Source: an optimization exercise on an open RTL-to-GDS flow (aim: small area, a short achievable clock period and few clock cycles per item). Production flows keep margins and buffers that such runs may drop.
The RTL was checked by simulation tests, not by an equivalence proof against the original design.
Power and IR drop assume default switching activity.

## main
## ws2812_axil_slave
module ws2812_axil_slave #(
    parameter int unsigned C_S_AXI_DATA_WIDTH = 32,
    parameter int unsigned C_S_AXI_ADDR_WIDTH = 9,
    parameter int unsigned C_NUM_PIXELS       = 64
) (
    input  logic                            S_AXI_ACLK,
    input  logic                            S_AXI_ARESETN,
    input  logic [C_S_AXI_ADDR_WIDTH-1:0]   S_AXI_AWADDR,
    input  logic [2:0]                      S_AXI_AWPROT,
    input  logic                            S_AXI_AWVALID,
    output logic                            S_AXI_AWREADY,
    input  logic [C_S_AXI_DATA_WIDTH-1:0]   S_AXI_WDATA,
    input  logic [C_S_AXI_DATA_WIDTH/8-1:0] S_AXI_WSTRB,
    input  logic                            S_AXI_WVALID,
    output logic                            S_AXI_WREADY,
    output logic [1:0]                      S_AXI_BRESP,
    output logic                            S_AXI_BVALID,
    input  logic                            S_AXI_BREADY,
    input  logic [C_S_AXI_ADDR_WIDTH-1:0]   S_AXI_ARADDR,
    input  logic [2:0]                      S_AXI_ARPROT,
    input  logic                            S_AXI_ARVALID,
    output logic                            S_AXI_ARREADY,
    output logic [C_S_AXI_DATA_WIDTH-1:0]   S_AXI_RDATA,
    output logic [1:0]                      S_AXI_RRESP,
    output logic                            S_AXI_RVALID,
    input  logic                            S_AXI_RREADY,
    input  logic [5:0]                      px_addr,
    output logic [23:0]                     px_data,
    input  logic                            tx_busy,
    output logic                            tx_start,
    output logic [7:0]                      tx_len
);
For scale: ~1700 flip-flops, about 150 I/O pins, ~53000 um2 of cells after synthesis.
export LEC_CHECK = 0
export CAP_MARGIN = 20
export CORE_MARGIN = 2
export CORE_UTILIZATION = 55
export CTS_CLUSTER_DIAMETER = 70
export CTS_CLUSTER_SIZE = 28
export SETUP_SLACK_MARGIN = 2.7
export SLEW_MARGIN = 20
export TNS_END_PERCENT = 20
create_clock -name core_clock -period 5.0 [get_ports {S_AXI_ACLK}]
standard.sh (not shown) runs the stock make flow with config.mk's settings and CLKGATE_MAP_FILE= SYNTH_SCRIPT=/design/flow/synth_recipe.tcl, a recipe that flattens the netlist after the stock synthesis.
==> flow/flow/run.sh <==
#!/bin/bash
# The standard layout (standard.sh), except that the port buffers that
# global placement inserts are plain sky130_fd_sc_hd__buf_2 cells rather than
# the default pick, a delay cell. Every port still gets its buffer.
set -euo pipefail
bash standard.sh 'BUFFER_PORTS_ARGS=-buffer_cell sky130_fd_sc_hd__buf_2' finish > standard.log 2>&1
main ended with every stage complete and zero timing, DRC or antenna violations.
Testbench counts of main, summed over its fixed seeds: cycles 4,352, items 5,696.
Setup changes, main to the feature branch
--- a/flow/design.v
+++ b/flow/design.v
@@ -38,86 +38,81 @@
     logic [2:0]  rl [8];                 
     function automatic logic is_ctrl(input logic [8:0] a);
         is_ctrl = a[8:2] == 7'd0;
     endfunction
     function automatic logic is_stat(input logic [8:0] a);
         is_stat = a[8:2] == 7'd1;
     endfunction
-    always_ff @(posedge S_AXI_ACLK or negedge S_AXI_ARESETN) begin
-        if (!S_AXI_ARESETN) begin
-            rot <= 3'd0;
-            for (int j = 0; j < 8; j++)
-                rl[j] <= 3'(j);
-        end else begin
-            rot <= rot + 3'd1;
-            for (int j = 0; j < 8; j++)
-                rl[j] <= rl[j] + 3'd1;
-        end
-    end
+    always_ff @(posedge S_AXI_ACLK) begin
+        for (int j = 0; j < 8; j++)
+            rl[j] <= S_AXI_ARESETN ? rl[j] + 3'd1 : 3'(j);
+    end
+    assign rot = rl[0];
     logic        aw_v, w_v, exec;           
     logic [7:0]  d_lo, d_hi;
     logic        aw_pix, aw_ctrl, aw_err;
     logic [23:0] w_data;
     logic [2:0]  w_strb;
     logic [1:0]  b_cnt;                     
     logic        b_err1;                    
     logic        aw_hs, w_hs, b_pop;
     logic        aw_v_n, w_v_n, exec_n;
     logic [1:0]  b_cnt_n;
     logic [2:0]  aw_slot;
     logic [7:0]  d_lo_n, d_hi_n;
     logic        aw_pix_n;
-    logic [15:0] tap_en, tap_en_n;          
+    logic [2:0]  w_strb_n;
+    logic [47:0] tap_en, tap_en_n;          
     assign aw_hs   = S_AXI_AWVALID & S_AXI_AWREADY;
     assign w_hs    = S_AXI_WVALID & S_AXI_WREADY;
     assign b_pop   = S_AXI_BVALID & S_AXI_BREADY;
     assign aw_v_n  = aw_hs | (aw_v & ~exec);
     assign w_v_n   = w_hs | (w_v & ~exec);
     assign b_cnt_n = b_cnt + {1'b0, exec} - {1'b0, b_pop};
     assign aw_slot  = S_AXI_AWADDR[4:2] - rot - 3'd2;
     assign d_lo_n   = aw_hs ? (8'd1 << aw_slot) : {d_lo[0], d_lo[7:1]};
     assign aw_pix_n = aw_hs ? S_AXI_AWADDR[8] : aw_pix;
     assign d_hi_n   = aw_hs ? (S_AXI_AWADDR[8] ? (8'd1 << S_AXI_AWADDR[7:5]) : 8'd0) : d_hi;
     assign exec_n   = aw_v_n & w_v_n & ~b_cnt_n[1] & (~aw_pix_n | d_lo_n[0] | d_lo_n[4]);
     assign tx_len   = ctrl_len;
+    assign w_strb_n = w_hs ? S_AXI_WSTRB[2:0] : w_strb;
     always_comb begin
         for (int h = 0; h < 8; h++) begin
-            tap_en_n[2*h]     = exec_n & d_hi_n[h] & d_lo_n[0];
-            tap_en_n[2*h + 1] = exec_n & d_hi_n[h] & d_lo_n[4];
+            tap_en_n[6*h +: 3]     = {3{exec_n & d_hi_n[h] & d_lo_n[0]}} & w_strb_n;
+            tap_en_n[6*h + 3 +: 3] = {3{exec_n & d_hi_n[h] & d_lo_n[4]}} & w_strb_n;
         end
     end
     always_ff @(posedge S_AXI_ACLK or negedge S_AXI_ARESETN) begin
         if (!S_AXI_ARESETN) begin
             aw_v          <= 1'b0;
             w_v           <= 1'b0;
             exec          <= 1'b0;
-            tap_en        <= '0;
             b_cnt         <= 2'd0;
             S_AXI_BVALID  <= 1'b0;
             S_AXI_AWREADY <= 1'b1;
             S_AXI_WREADY  <= 1'b1;
             ctrl_len      <= 8'd0;
             tx_start      <= 1'b0;
         end else begin
             aw_v          <= aw_v_n;
             w_v           <= w_v_n;
             exec          <= exec_n;
-            tap_en        <= tap_en_n;
             b_cnt         <= b_cnt_n;
             S_AXI_BVALID  <= b_cnt_n != 2'd0;
             S_AXI_AWREADY <= ~aw_v_n | exec_n;
             S_AXI_WREADY  <= ~w_v_n | exec_n;
             tx_start      <= exec & aw_ctrl & w_strb[0] & w_data[0];
             if (exec && aw_ctrl && w_strb[1])
                 ctrl_len <= w_data[15:8];
         end
     end
     always_ff @(posedge S_AXI_ACLK) begin
         d_lo   <= d_lo_n;
         d_hi   <= d_hi_n;
+        tap_en <= tap_en_n;    
         aw_pix <= aw_pix_n;
         if (aw_hs) begin
             aw_ctrl <= is_ctrl(S_AXI_AWADDR);
             aw_err  <= ~S_AXI_AWADDR[8] & ~is_ctrl(S_AXI_AWADDR);
         end
         if (w_hs) begin
             w_data <= S_AXI_WDATA[23:0];
@@ -134,15 +129,15 @@
     end
     always_ff @(posedge S_AXI_ACLK) begin
         for (int h = 0; h < 8; h++) begin
             for (int l = 0; l < 8; l++) begin
                 ring[8*h + l] <= ring[8*h + (l + 1) % 8];
                 if (l % 4 == 0) begin
                     for (int b = 0; b < 3; b++) begin
-                        if (tap_en[2*h + l/4] && w_strb[b])
+                        if (tap_en[3*(2*h + l/4) + b])
                             ring[8*h + l][8*b +: 8] <= w_data[8*b +: 8];
                     end
                 end
             end
         end
     end
     logic [23:0] px_next;
==> results.txt <==
No run among main and the feature branch stopped early or left any final violation; all are clean.
Compared with main, the feature branch shows a lower number of gates resized after cts.
Worst hold slack on the feature branch is ahead of main.
NOTE: via count in the feature branch falls short of that of main
Diff main -> the feature branch: post-synthesis compound-gate area fraction comparable, standby leakage power now smaller, sequential share of layout area now larger.
main -> the feature branch: vertical die dimension increased slightly
The feature branch ends up with a number of non-filler instances in the completed layout that is 0.86% lower than in main.
On area after detailed placement, the feature branch tracks main almost exactly.
Re number of flops mapped to enable cells by yosys: the feature branch is 3 down on main.
| post-synthesis sequential element count | higher: the feature branch |
[the feature branch] setup slack rose 0.071 ns relative to main
Of main and the feature branch, the run reporting the lower portion of the clock cycle consumed by the worst path in the final layout was the feature branch.
Testbench counts of the feature branch, summed over its fixed seeds: cycles 4,352, items 5,696.

## port drivers added, routing unchanged
The flow's constraints put no driver on any port. The routed layouts listed below were extracted and timed again, unchanged, in two steps. Step 1 assumes that a clkbuf_16 drives the clock port and a buf_2 every other input. Step 2 adds t to the input delays and takes it off the output delays; t is the mean of the earliest and latest rising clock arrival at the registers after step 1. Input paths then give back, and output paths get back, about the clock's delay inside the block. Slacks: ideal / step 1 / step 2; pairs: ideal / step 1.
run | t, ns | setup slack, ns | hold slack, ns | latest minus earliest clock arrival (ns) | worst register clock-pin slew, ns
main | 0.767 | 2.494 / 2.515 / 1.761 | 0.338 / 0.338 / 0.338 | 0.039 / 0.040 | 0.11 / 0.11
the feature branch | 0.758 | 2.565 / 2.499 / 1.852 | 0.343 / 0.343 / 0.343 | 0.036 / 0.036 | 0.11 / 0.11
After both steps every run listed still meets setup and hold. The setup slack of main, which loses most, moves by +0.021 ns with the drivers and by -0.733 ns with both steps.
